Source: an optimization exercise on an open RTL-to-GDS flow (aim: small area). Production flows keep margins and buffers that such runs may drop.
Where RTL was checked, it was by simulation tests only, not by an equivalence proof against the original.
No activity file was given, so power comes from the tool's default toggle rates. The clock port is modelled as an ideal driver; clocking choices that lean on that would not hold on a real chip.

the baseline:
==> flow/design.v <==
module sel_aoi3 (
   input  logic [2:0] a,
   input  logic [2:0] b,
   output logic       y_n
);
   assign y_n = ~|(a & b);
endmodule
module nand_n #(parameter int N = 2) (
   input  logic [N-1:0] a,
   output logic         y
);
   assign y = ~&a;
endmodule
module sel31 (
   input  logic [30:0] s,
   input  logic [30:0] d,
   output logic        y
);
   logic [10:0] t_n;
   genvar i;
   generate
      for (i = 0; i < 10; i++) begin : g_t
         sel_aoi3 u (.a(s[3*i+2:3*i]), .b(d[3*i+2:3*i]), .y_n(t_n[i]));
      end
   endgenerate
   nand_n #(2) u_last (.a({s[30], d[30]}), .y(t_n[10]));
   logic [2:0] p;
   nand_n #(4) u_p0 (.a(t_n[3:0]),  .y(p[0]));
   nand_n #(4) u_p1 (.a(t_n[7:4]),  .y(p[1]));
   nand_n #(3) u_p2 (.a(t_n[10:8]), .y(p[2]));
   assign y = |p;
endmodule
module pdec2_n (
   input  logic       en,
   input  logic [1:0] a,
   output logic [3:0] y_n
);
   always_comb
      for (int i = 0; i < 4; i++) y_n[i] = ~(en && (a == i[1:0]));
endmodule
module pdec2r_n (
   input  logic [1:0] a,
   output logic [3:0] y_n
);
   always_comb
      for (int i = 0; i < 4; i++) y_n[i] = ~(a == i[1:0]);
endmodule
module pdec3_n (
   input  logic [2:0] a,
   output logic [7:0] y_n
);
   always_comb
      for (int i = 0; i < 8; i++) y_n[i] = ~(a == i[2:0]);
endmodule
module nor2_g (
   input  logic a,
   input  logic b,
   output logic y
);
   assign y = ~(a | b);
endmodule
module dec_reg (
   input  logic [3:0]  lo_n,
   input  logic [7:0]  hi_n,
   output logic [31:1] y
);
   genvar i;
   generate
      for (i = 1; i < 32; i++) begin : g_i
         nor2_g u (.a(lo_n[i % 4]), .b(hi_n[i / 4]), .y(y[i]));
      end
   endgenerate
endmodule
module mux2x4 (
   input  logic       s,
   input  logic [3:0] a,
   input  logic [3:0] b,
   output logic [3:0] y
);
   assign y = s ? b : a;
endmodule
module xor4 (
   input  logic       s,
   input  logic [3:0] a,
   output logic [3:0] y
);
   assign y = a ^ {4{s}};
endmodule
module entry_aoi (
   input  logic       we,
   input  logic       we_n,
   input  logic [1:0] d,
   input  logic [1:0] r,
   output logic [1:0] y_n
);
   assign y_n = ~(({2{we_n}} | d) & ({2{we}} | r));
endmodule
module inv_g (
   input  logic a,
   output logic y
);
   assign y = ~a;
endmodule
module rd_port (
   input  logic [4:0]   sel,
   input  logic [123:0] taps,
   output logic [3:0]   y
);
   logic [31:1] s;
   logic [3:0]  lo_n;
   logic [7:0]  hi_n;
   pdec2r_n u_lo (.a(sel[1:0]), .y_n(lo_n));
   pdec3_n  u_hi (.a(sel[4:2]), .y_n(hi_n));
   dec_reg  u_dec (.lo_n(lo_n), .hi_n(hi_n), .y(s));
   genvar b, i;
   generate
      for (b = 0; b < 4; b++) begin : g_b
         logic [30:0] d;
         for (i = 0; i < 31; i++) begin : g_i
            assign d[i] = taps[4*i+b];
         end
         sel31 u (.s(s), .d(d), .y(y[b]));
      end
   endgenerate
endmodule
module pc_bit (
   input  logic rst,
   input  logic ld,
   input  logic ld_n,
   input  logic tgt,
   input  logic x,
   output logic y
);
   logic y_n;
   assign y_n = ~((ld_n | tgt) & (ld | x));
   assign y   = ~(y_n | rst);
endmodule
module pc_next (
   input  logic        rst,
   input  logic        ld,
   input  logic        inc,
   input  logic [29:0] pc,
   input  logic [29:0] tgt,
   output logic [29:0] y
);
   logic [30:0] c;
   logic [29:0] x;
   wire         ld_n = ~ld;
   assign c[0] = inc;
   genvar i;
   generate
      for (i = 0; i < 30; i++) begin : g_i
         assign c[i+1] = pc[i] & c[i];
         assign x[i]   = pc[i] ^ c[i];
         pc_bit u (.rst(rst), .ld(ld), .ld_n(ld_n), .tgt(tgt[i]), .x(x[i]), .y(y[i]));
      end
   endgenerate
endmodule
module mips_pipe (
   input  logic        clk,
   input  logic        rst_n,
   output logic [31:0] imem_addr_o,
   input  logic [31:0] imem_data_i,
   output logic        dmem_re_o,
   output logic        dmem_we_o,
   output logic [31:0] dmem_addr_o,
   output logic [31:0] dmem_wdata_o,
   input  logic [31:0] dmem_rdata_i
);
   logic [2:0]  ph;         
   logic [29:0] pc;         
   logic        cy;         
   logic        eqf;        
   logic        wb_en;      
   logic [4:0]  wb_dest;
   logic [31:0] rsr;        
   logic [27:0] dsr;        
   logic [7:0] phs;
   always_comb
      for (int i = 0; i < 8; i++) phs[i] = (ph == i[2:0]);
   wire [31:0] ins = imem_data_i;
   wire [5:0]  op  = ins[31:26];
   wire [5:0]  fn  = ins[5:0];
   wire [4:0]  rs  = ins[25:21];
   wire [4:0]  rt  = ins[20:16];
   wire [4:0]  rd  = ins[15:11];
   wire is_r    = (op == 6'h00);
   wire is_addi = (op == 6'h08);
   wire is_lw   = (op == 6'h23);
   wire is_sw   = (op == 6'h2b);
   wire is_beq  = (op == 6'h04);
   wire f_add   = (fn == 6'h20);
   wire f_sub   = (fn == 6'h22);
   wire f_and   = (fn == 6'h24);
   wire f_or    = (fn == 6'h25);
   wire f_slt   = (fn == 6'h2a);
   wire r_ok    = is_r & (f_add | f_sub | f_and | f_or | f_slt);
   wire do_sub  = is_r & (f_sub | f_slt);
   wire do_and  = is_r & f_and;
   wire do_or   = is_r & f_or;
   wire do_slt  = is_r & f_slt;
   wire use_imm = is_addi | is_lw | is_sw | is_beq;
   logic        sp;
   logic [3:0]  wb_d;
   xor4 u_wx (.s(sp), .a(rsr[3:0]), .y(wb_d));
   logic [31:1] we;
   logic [123:0] taps;
   logic [3:0] wlo_n;
   logic [7:0] whi_n;
   pdec2_n u_wlo (.en(wb_en), .a(wb_dest[1:0]), .y_n(wlo_n));
   pdec3_n u_whi (.a(wb_dest[4:2]), .y_n(whi_n));
   dec_reg u_wdec (.lo_n(wlo_n), .hi_n(whi_n), .y(we));
   genvar k;
   generate
      for (k = 1; k < 32; k++) begin : g_reg
         logic [31:0] r;
         logic [3:0]  t;
         logic        we_n;
         inv_g u_i (.a(we[k]), .y(we_n));
         entry_aoi u_m0 (.we(we[k]), .we_n(we_n), .d(wb_d[1:0]), .r(r[1:0]), .y_n(t[1:0]));
         entry_aoi u_m1 (.we(we[k]), .we_n(we_n), .d(wb_d[3:2]), .r(r[3:2]), .y_n(t[3:2]));
         assign taps[4*k-4 +: 4] = t;
         always_ff @(posedge clk) r <= {t, r[31:4]};
      end
   endgenerate
   logic [3:0] ra_x, bt_x;
   rd_port u_ra (.sel(rs), .taps(taps), .y(ra_x));
   rd_port u_rb (.sel(rt), .taps(taps), .y(bt_x));
   logic [3:0] ra, bt;
   xor4 u_rax (.s(~sp & (rs != 5'd0)), .a(ra_x), .y(ra));
   xor4 u_btx (.s(~sp & (rt != 5'd0)), .a(bt_x), .y(bt));
   logic [3:0] imm_c, pc_c;
   wire [31:0] pc_w = {2'b00, pc};
   always_comb begin
      imm_c = {4{ins[15]}};
      pc_c  = 4'h0;
      for (int i = 0; i < 4; i++)
         if (phs[i]) imm_c = ins[4*i +: 4];
      for (int i = 0; i < 8; i++)
         if (phs[i]) pc_c = pc_w[4*i +: 4];
   end
   wire [3:0] a   = is_beq ? pc_c : ra;
   wire [3:0] b   = use_imm ? imm_c : bt;
   wire [3:0] bx  = b ^ {4{do_sub}};
   logic [4:0] c;
   logic [3:0] s;
   always_comb begin
      c[0] = phs[0] ? (do_sub | is_beq) : cy;
      for (int i = 0; i < 4; i++) begin
         s[i]   = a[i] ^ bx[i] ^ c[i];
         c[i+1] = (a[i] & bx[i]) | (c[i] & (a[i] ^ bx[i]));
      end
   end
   wire [3:0] y   = do_and ? (a & b) :
                    do_or  ? (a | b) :
                    do_slt ? 4'h0    : s;
   wire       lt  = (a[3] ^ b[3]) ? a[3] : s[3];
   wire       eq  = (phs[0] | eqf) & (ra == bt);
   wire       taken = is_beq & eq;
   logic [29:0] pc_n;
   pc_next u_pcn (.rst(!rst_n), .ld(phs[7] & taken), .inc(phs[7]), .pc(pc),
                  .tgt({y[1:0], rsr[31:4]}), .y(pc_n));
   logic [31:0] rsr_n;
   wire         rsr_ld = phs[7] & is_lw;
   genvar q;
   generate
      for (q = 0; q < 8; q++) begin : g_rsr
         logic [3:0] sh;
         if (q == 7) begin : g_top
            assign sh = y;
         end else if (q == 0) begin : g_bot
            assign sh = {rsr[7:5], (phs[7] && do_slt) ? lt : rsr[4]};
         end else begin : g_mid
            assign sh = rsr[4*q+7 : 4*q+4];
         end
         mux2x4 u (.s(rsr_ld), .a(sh), .b(dmem_rdata_i[4*q +: 4]), .y(rsr_n[4*q +: 4]));
      end
   endgenerate
   always_ff @(posedge clk) begin
      cy  <= c[4];
      eqf <= eq;
      dsr <= {bt, dsr[27:4]};
      rsr <= rsr_n;
   end
   always_ff @(posedge clk) begin
      if (!rst_n) begin
         ph    <= 3'd0;
         sp    <= 1'b0;
         wb_en <= 1'b0;
      end else begin
         ph <= ph + 3'd1;
         if (phs[7]) begin
            sp    <= ~sp;
            wb_en <= r_ok | is_addi | is_lw;
         end
      end
   end
   always_ff @(posedge clk) pc <= pc_n;
   always_ff @(posedge clk) begin
      if (phs[7]) wb_dest <= is_r ? rd : rt;
   end
   assign imem_addr_o  = {pc, 2'b00};
   assign dmem_re_o    = phs[7] & is_lw;
   assign dmem_we_o    = phs[7] & is_sw;
   assign dmem_addr_o  = {y, rsr[31:4]};
   assign dmem_wdata_o = {bt, dsr};
endmodule
Settings: LEC_CHECK=0, CAP_MARGIN=20, CORE_MARGIN=2, CORE_UTILIZATION=60, SLEW_MARGIN=20, SYNTH_HIERARCHICAL=1; clock period 10.0 ns.
standard.sh (not shown) runs the stock make flow with config.mk's settings and CLKGATE_MAP_FILE= SYNTH_SCRIPT=/design/flow/synth_recipe.tcl, a recipe that flattens the netlist after the stock synthesis.
==> flow/flow/run.sh <==
#!/bin/bash
set -euo pipefail
bash standard.sh \
   "BUFFER_PORTS_ARGS=-buffer_cell sky130_fd_sc_hd__buf_1" \
   "CTS_ARGS=-sink_clustering_enable -repair_clock_nets -buf_list sky130_fd_sc_hd__clkbuf_16 -sink_clustering_size 30 -sink_clustering_max_diameter 100 -dont_use_dummy_load" \
   finish > standard.log 2>&1
What the candidate does differently from the baseline at the input level:
-- flow/design.v --
<<< the baseline, line 94
   output logic [1:0] y_n
);
   assign y_n = ~(({2{we_n}} | d) & ({2{we}} | r));
endmodule
module inv_g (
>>> the candidate, line 94
   output logic [1:0] y_n
);
   assign y_n = ~(({2{we}} & d) | ({2{we_n}} & r));
endmodule
module inv_g (
<<< the baseline, line 124
   endgenerate
endmodule
module pc_bit (
   input  logic rst,
   input  logic ld,
   input  logic ld_n,
   input  logic tgt,
   input  logic x,
   output logic y
);
   logic y_n;
   assign y_n = ~((ld_n | tgt) & (ld | x));
   assign y   = ~(y_n | rst);
endmodule
module pc_next (
   input  logic        rst,
>>> the candidate, line 124
   endgenerate
endmodule
module pc_next (
   input  logic        rst,
<<< the baseline, line 145
);
   logic [30:0] c;
   logic [29:0] x;
   wire         ld_n = ~ld;
   assign c[0] = inc;
   genvar i;
>>> the candidate, line 133
);
   logic [30:0] c;
   assign c[0] = inc;
   genvar i;
<<< the baseline, line 152
      for (i = 0; i < 30; i++) begin : g_i
         assign c[i+1] = pc[i] & c[i];
         assign x[i]   = pc[i] ^ c[i];
         pc_bit u (.rst(rst), .ld(ld), .ld_n(ld_n), .tgt(tgt[i]), .x(x[i]), .y(y[i]));
      end
   endgenerate
>>> the candidate, line 138
      for (i = 0; i < 30; i++) begin : g_i
         assign c[i+1] = pc[i] & c[i];
         assign y[i]   = ~rst & (ld ? tgt[i] : (pc[i] ^ c[i]));
      end
   endgenerate
--- outcome ---
Cell count: the candidate higher than the baseline. Compared with the baseline, the candidate shows a higher gate count of the mapped netlist. Cmp the candidate and the baseline / die footprint / lower: the baseline. | maximum frequency | higher: the baseline |. Diff the candidate..the baseline | part of the power in combinational logic | negligible. Diff the baseline -> the candidate: wire length of the first global-routing pass neither gained nor lost much; detailed-placement wirelength estimate picked up an extra 250 um; final standard cell utilization of the core picked up an extra 0.35 points.
Function was not checked in any run of this note: the RTL went through the layout flow alone.

========
Another version of the RTL of mips_pipe (not shown whole).
For scale: roughly 1,800 cells after synthesis, ~1,100 flip-flops, ~160 I/O pins, ~27,000 um2 of cells after synthesis.
==> module pdec3_n, before the edit <==
module pdec3_n (
   input  logic [2:0] a,
   output logic [7:0] y_n
);
   always_comb
      for (int i = 0; i < 8; i++) y_n[i] = ~(a == i[2:0]);
endmodule
==> flow/config.mk <==
export PLATFORM = sky130hd
export DESIGN_NAME = mips_pipe
export DESIGN_NICKNAME = mips_pipe
export VERILOG_FILES = /design/flow/design.v
export SDC_FILE = /design/flow/constraint.sdc
export NUM_CORES = 4
export LEC_CHECK = 0
export CAP_MARGIN = 20
export CORE_MARGIN = 2
export CORE_UTILIZATION = 60
export SLEW_MARGIN = 20
export SYNTH_HIERARCHICAL = 1
==> flow/constraint.sdc <==
create_clock -name core_clock -period 10.0 [get_ports {clk}]
set_input_delay 2.0000 -clock core_clock [delete_from_list [all_inputs] [get_ports {clk}]]
set_output_delay 2.0000 -clock core_clock [all_outputs]
set_load 0.01 [all_outputs]
==> flow/flow/run.sh <==
#!/bin/bash
set -euo pipefail
bash standard.sh \
   "BUFFER_PORTS_ARGS=-buffer_cell sky130_fd_sc_hd__buf_1" \
   "CTS_ARGS=-sink_clustering_enable -repair_clock_nets -buf_list sky130_fd_sc_hd__clkbuf_16 -root_buf sky130_fd_sc_hd__clkbuf_4 -sink_clustering_size 31 -sink_clustering_max_diameter 90 -dont_use_dummy_load" \
   finish > standard.log 2>&1
Rerun with:
--- a/flow/design.v
+++ b/flow/design.v
@@ -48,10 +48,19 @@
 module pdec3_n (
    input  logic [2:0] a,
    output logic [7:0] y_n
 );
-   always_comb
-      for (int i = 0; i < 8; i++) y_n[i] = ~(a == i[2:0]);
+   logic [2:0] ab;
+   inv_g u_i0 (.a(a[0]), .y(ab[0]));
+   inv_g u_i1 (.a(a[1]), .y(ab[1]));
+   inv_g u_i2 (.a(a[2]), .y(ab[2]));
+   genvar i;
+   generate
+      for (i = 0; i < 8; i++) begin : g_i
+         nand_n #(3) u (.a({i[2] ? a[2] : ab[2], i[1] ? a[1] : ab[1], i[0] ? a[0] : ab[0]}),
+                        .y(y_n[i]));
+      end
+   endgenerate
 endmodule
 module nor2_g (
    input  logic a,
    input  logic b,
The changed run completed with no timing, DRC or antenna violations.
Utilization went down by 0.12 points.
Final area barely changes.
Worst setup slack got worse by 0.33 ns.
Cell count went up slightly.
Global-route usage went up by 0.16 points.
Non-clock buffer count went up by 2.
Synthesized cell count went up slightly.
Total power barely changes.
Sequential share of layout area went up by 0.13 points.
Sequential cell count does not change.
Wire length went up slightly.
Register-to-register slack got worse by 0.11 ns.
No functional check of the RTL was part of any run of this note.

========
mips_pipe, a different RTL version from the one above (not shown whole).
Size in the first run: roughly 1,100 flip-flops, about 27,000 um2 of cells after synthesis.
==> module mips_pipe, before the edit <==
module mips_pipe (
   input  logic        clk,
   input  logic        rst_n,
   output logic [31:0] imem_addr_o,
   input  logic [31:0] imem_data_i,
   output logic        dmem_re_o,
   output logic        dmem_we_o,
   output logic [31:0] dmem_addr_o,
   output logic [31:0] dmem_wdata_o,
   input  logic [31:0] dmem_rdata_i
);
   logic [2:0]  ph;         
   logic [29:0] pc;         
   logic        cy;         
   logic        eqf;        
   logic        wb_en;      
   logic [4:0]  wb_dest_n;   
   logic [4:0]  wb_dest;
   logic [31:0] rsr;        
   logic [27:0] dsr;        
   logic [7:0] phs;
   logic [2:0] ph_n;
   phase_ctr u_ph (.rst(!rst_n), .ph(ph), .ph_n(ph_n), .phs(phs));
   wire [31:0] ins = imem_data_i;
   wire [5:0]  op  = ins[31:26];
   wire [5:0]  fn  = ins[5:0];
   wire [4:0]  rs  = ins[25:21];
   wire [4:0]  rt  = ins[20:16];
   wire [4:0]  rd  = ins[15:11];
   wire is_r    = (op == 6'h00);
   wire is_addi = (op == 6'h08);
   wire is_lw   = (op == 6'h23);
   wire is_sw   = (op == 6'h2b);
   wire is_beq  = (op == 6'h04);
   wire f_add   = (fn == 6'h20);
   wire f_sub   = (fn == 6'h22);
   wire f_and   = (fn == 6'h24);
   wire f_or    = (fn == 6'h25);
   wire f_slt   = (fn == 6'h2a);
   wire r_ok    = is_r & (f_add | f_sub | f_and | f_or | f_slt);
   wire do_sub  = is_r & (f_sub | f_slt);
   wire do_and  = is_r & f_and;
   wire do_or   = is_r & f_or;
   wire do_slt  = is_r & f_slt;
   wire use_imm = is_addi | is_lw | is_sw | is_beq;
   logic        sp;
   logic [3:0]  wb_d;
   xor4 u_wx (.s(sp), .a(rsr[3:0]), .y(wb_d));
   logic [31:1] we;
   logic [123:0] taps;
   logic [3:0] wlo_n;
   logic [7:0] whi_n;
   pdec2_n u_wlo (.en(wb_en), .a(wb_dest[1:0]), .y_n(wlo_n));
   pdec3_n u_whi (.a(wb_dest[4:2]), .y_n(whi_n));
   dec_reg u_wdec (.lo_n(wlo_n), .hi_n(whi_n), .y(we));
   genvar k;
   generate
      for (k = 1; k < 32; k++) begin : g_reg
         logic [31:0] r;
         logic [3:0]  t;
         logic        we_n;
         inv_g u_i (.a(we[k]), .y(we_n));
         entry_aoi u_m0 (.we(we[k]), .we_n(we_n), .d(wb_d[1:0]), .r(r[1:0]), .y_n(t[1:0]));
         entry_aoi u_m1 (.we(we[k]), .we_n(we_n), .d(wb_d[3:2]), .r(r[3:2]), .y_n(t[3:2]));
         assign taps[4*k-4 +: 4] = t;
         always_ff @(posedge clk) r <= {t, r[31:4]};
      end
   endgenerate
   logic [3:0] ra_x, bt_x;
   rd_port u_ra (.sel(rs), .taps(taps), .y(ra_x));
   rd_port u_rb (.sel(rt), .taps(taps), .y(bt_x));
   logic [3:0] ra, bt;
   xor4 u_rax (.s(~sp & (rs != 5'd0)), .a(ra_x), .y(ra));
   xor4 u_btx (.s(~sp & (rt != 5'd0)), .a(bt_x), .y(bt));
   logic [3:0] a, b;
   opa_sel u_opa (.beq(is_beq), .phs(phs), .pc(pc), .ra(ra), .a(a));
   opb_sel u_opb (.imm(use_imm), .phs(phs), .ins(ins[15:0]), .bt(bt), .b(b));
   wire [3:0] bx  = b ^ {4{do_sub}};
   logic [4:0] c;
   logic [3:0] s;
   always_comb begin
      c[0] = phs[0] ? (do_sub | is_beq) : cy;
      for (int i = 0; i < 4; i++) begin
         s[i]   = a[i] ^ bx[i] ^ c[i];
         c[i+1] = (a[i] & bx[i]) | (c[i] & (a[i] ^ bx[i]));
      end
   end
   wire [3:0] y   = do_and ? (a & b) :
                    do_or  ? (a | b) :
                    do_slt ? 4'h0    : s;
   wire       lt  = (a[3] ^ b[3]) ? a[3] : s[3];
   wire       eq  = (phs[0] | eqf) & (ra == bt);
   wire       taken = is_beq & eq;
   logic [29:0] pc_n;
   pc_next u_pcn (.rst(!rst_n), .ld(phs[7] & taken), .inc(phs[7]), .pc(pc),
                  .tgt({y[1:0], rsr[31:4]}), .y(pc_n));
   logic [31:0] rsr_n;
   wire         rsr_ld = phs[7] & is_lw;
   genvar q;
   generate
      for (q = 0; q < 8; q++) begin : g_rsr
         logic [3:0] sh;
         if (q == 7) begin : g_top
            assign sh = y;
         end else if (q == 0) begin : g_bot
            assign sh = {rsr[7:5], (phs[7] && do_slt) ? lt : rsr[4]};
         end else begin : g_mid
            assign sh = rsr[4*q+7 : 4*q+4];
         end
         mux2x4 u (.s(rsr_ld), .a(sh), .b(dmem_rdata_i[4*q +: 4]), .y(rsr_n[4*q +: 4]));
      end
   endgenerate
   always_ff @(posedge clk) begin
      cy  <= c[4];
      eqf <= eq;
      dsr <= {bt, dsr[27:4]};
      rsr <= rsr_n;
   end
   always_ff @(posedge clk) begin
      if (!rst_n) begin
         sp    <= 1'b0;
         wb_en <= 1'b0;
      end else begin
         if (phs[7]) begin
            sp    <= ~sp;
            wb_en <= r_ok | is_addi | is_lw;
         end
      end
   end
   always_ff @(posedge clk) pc <= pc_n;
   always_ff @(posedge clk) ph <= ph_n;
   logic [4:0] wb_dest_d;
   wire        sel_rd = phs[7] & is_r;
   wire        sel_rt = phs[7] & ~is_r;
   generate
      for (q = 0; q < 5; q++) begin : g_dest
         inv_g    u_i (.a(wb_dest_n[q]), .y(wb_dest[q]));
         dest_bit u_d (.sel_rd(sel_rd), .sel_rt(sel_rt), .hold(~phs[7]), .rd(rd[q]), .rt(rt[q]),
                       .q(wb_dest[q]), .y_n(wb_dest_d[q]));
      end
   endgenerate
   always_ff @(posedge clk) begin
      wb_dest_n <= wb_dest_d;
   end
   assign imem_addr_o  = {pc, 2'b00};
   assign dmem_re_o    = phs[7] & is_lw;
   assign dmem_we_o    = phs[7] & is_sw;
   assign dmem_addr_o  = {y, rsr[31:4]};
   assign dmem_wdata_o = {bt, dsr};
endmodule
clock: 10.0 ns
lec_check: 0
cap_margin: 20
core_margin: 2
core_utilization: 60
slew_margin: 20
synth_hierarchical: 1
==> flow/flow/run.sh <==
#!/bin/bash
set -euo pipefail
bash standard.sh \
   "BUFFER_PORTS_ARGS=-buffer_cell sky130_fd_sc_hd__buf_1" \
   "CTS_ARGS=-sink_clustering_enable -repair_clock_nets -buf_list sky130_fd_sc_hd__clkbuf_8 -root_buf sky130_fd_sc_hd__clkbuf_2 -sink_clustering_size 20 -sink_clustering_max_diameter 60 -dont_use_dummy_load" \
   finish > standard.log 2>&1
Next try:
--- a/flow/design.v
+++ b/flow/design.v
@@ -297,8 +297,7 @@
    wire do_slt  = is_r & f_slt;
    wire use_imm = is_addi | is_lw | is_sw | is_beq;
    logic        sp;
-   logic [3:0]  wb_d;
-   xor4 u_wx (.s(sp), .a(rsr[3:0]), .y(wb_d));
+   wire  [3:0]  wb_d = rsr[3:0];
    logic [31:1] we;
    logic [123:0] taps;
    logic [3:0] wlo_n;
@@ -363,11 +362,13 @@
          mux2x4 u (.s(rsr_ld), .a(sh), .b(dmem_rdata_i[4*q +: 4]), .y(rsr_n[4*q +: 4]));
       end
    endgenerate
+   logic [3:0] rsr_n0;
+   xor4 u_wx (.s(sp ^ phs[7]), .a(rsr_n[3:0]), .y(rsr_n0));
    always_ff @(posedge clk) begin
       cy  <= c[4];
       eqf <= eq;
       dsr <= {bt, dsr[27:4]};
-      rsr <= rsr_n;
+      rsr <= {rsr_n[31:4], rsr_n0};
    end
    always_ff @(posedge clk) begin
       if (!rst_n) begin
Clock skew came out higher by 0.082 ns.
Non-clock buffer count does not change.
Sequential cell count stays the same.
Global-route usage came out higher by 0.20 points.
Via count came out lower by about 0.9%.
Synthesized area hardly moves.
Worst hold slack gets worse by 0.088 ns.
Routed wire length came out higher by 1.4%.
Cell area stays flat.
Synthesized cell count does not change.
Critical path depth came out higher by 1.
Power hardly moves.
Worst setup slack gets better by 0.16 ns.
Clock-buffer cell count does not change.

-- static timing again, ports no longer ideal --
In the flow no input, the clock included, has a driving cell. The finished layouts below were timed again as built, in two steps. Step 1 assumes that a clkbuf_16 drives the clock port and a buf_2 every other input. Step 2 moves the port delays by t, midway between the first and last clock arrival at a register: inputs arrive t later, outputs are due t later. That takes back most of the time a late clock gives input paths. Slacks: ideal / step 1 / step 2; pairs: ideal / step 1.
| run | t, ns | slack for setup (ns) | worst setup path after step 2 |
|---|---|---|---|
| the baseline | 0.648 | 1.445 / 1.375 / 1.375 | input to output |
| the candidate | 0.647 | 1.349 / 1.321 / 1.321 | input to output |
| the first run of note 2 | 0.924 | 1.216 / 1.159 / 1.241 | input to output |
| the second run of note 2 | 0.928 | 0.883 / 0.828 / 0.991 | input to output |
| the first run of note 3 | 1.089 | 0.575 / 0.521 / 0.741 | input to output |
| the second run of note 3 | 1.076 | 0.731 / 0.675 / 0.922 | input to output |
After both steps setup and hold are still met in every run listed. For the baseline, which loses most, drivers alone change the setup slack by -0.070 ns; drivers and shift together by -0.070 ns.
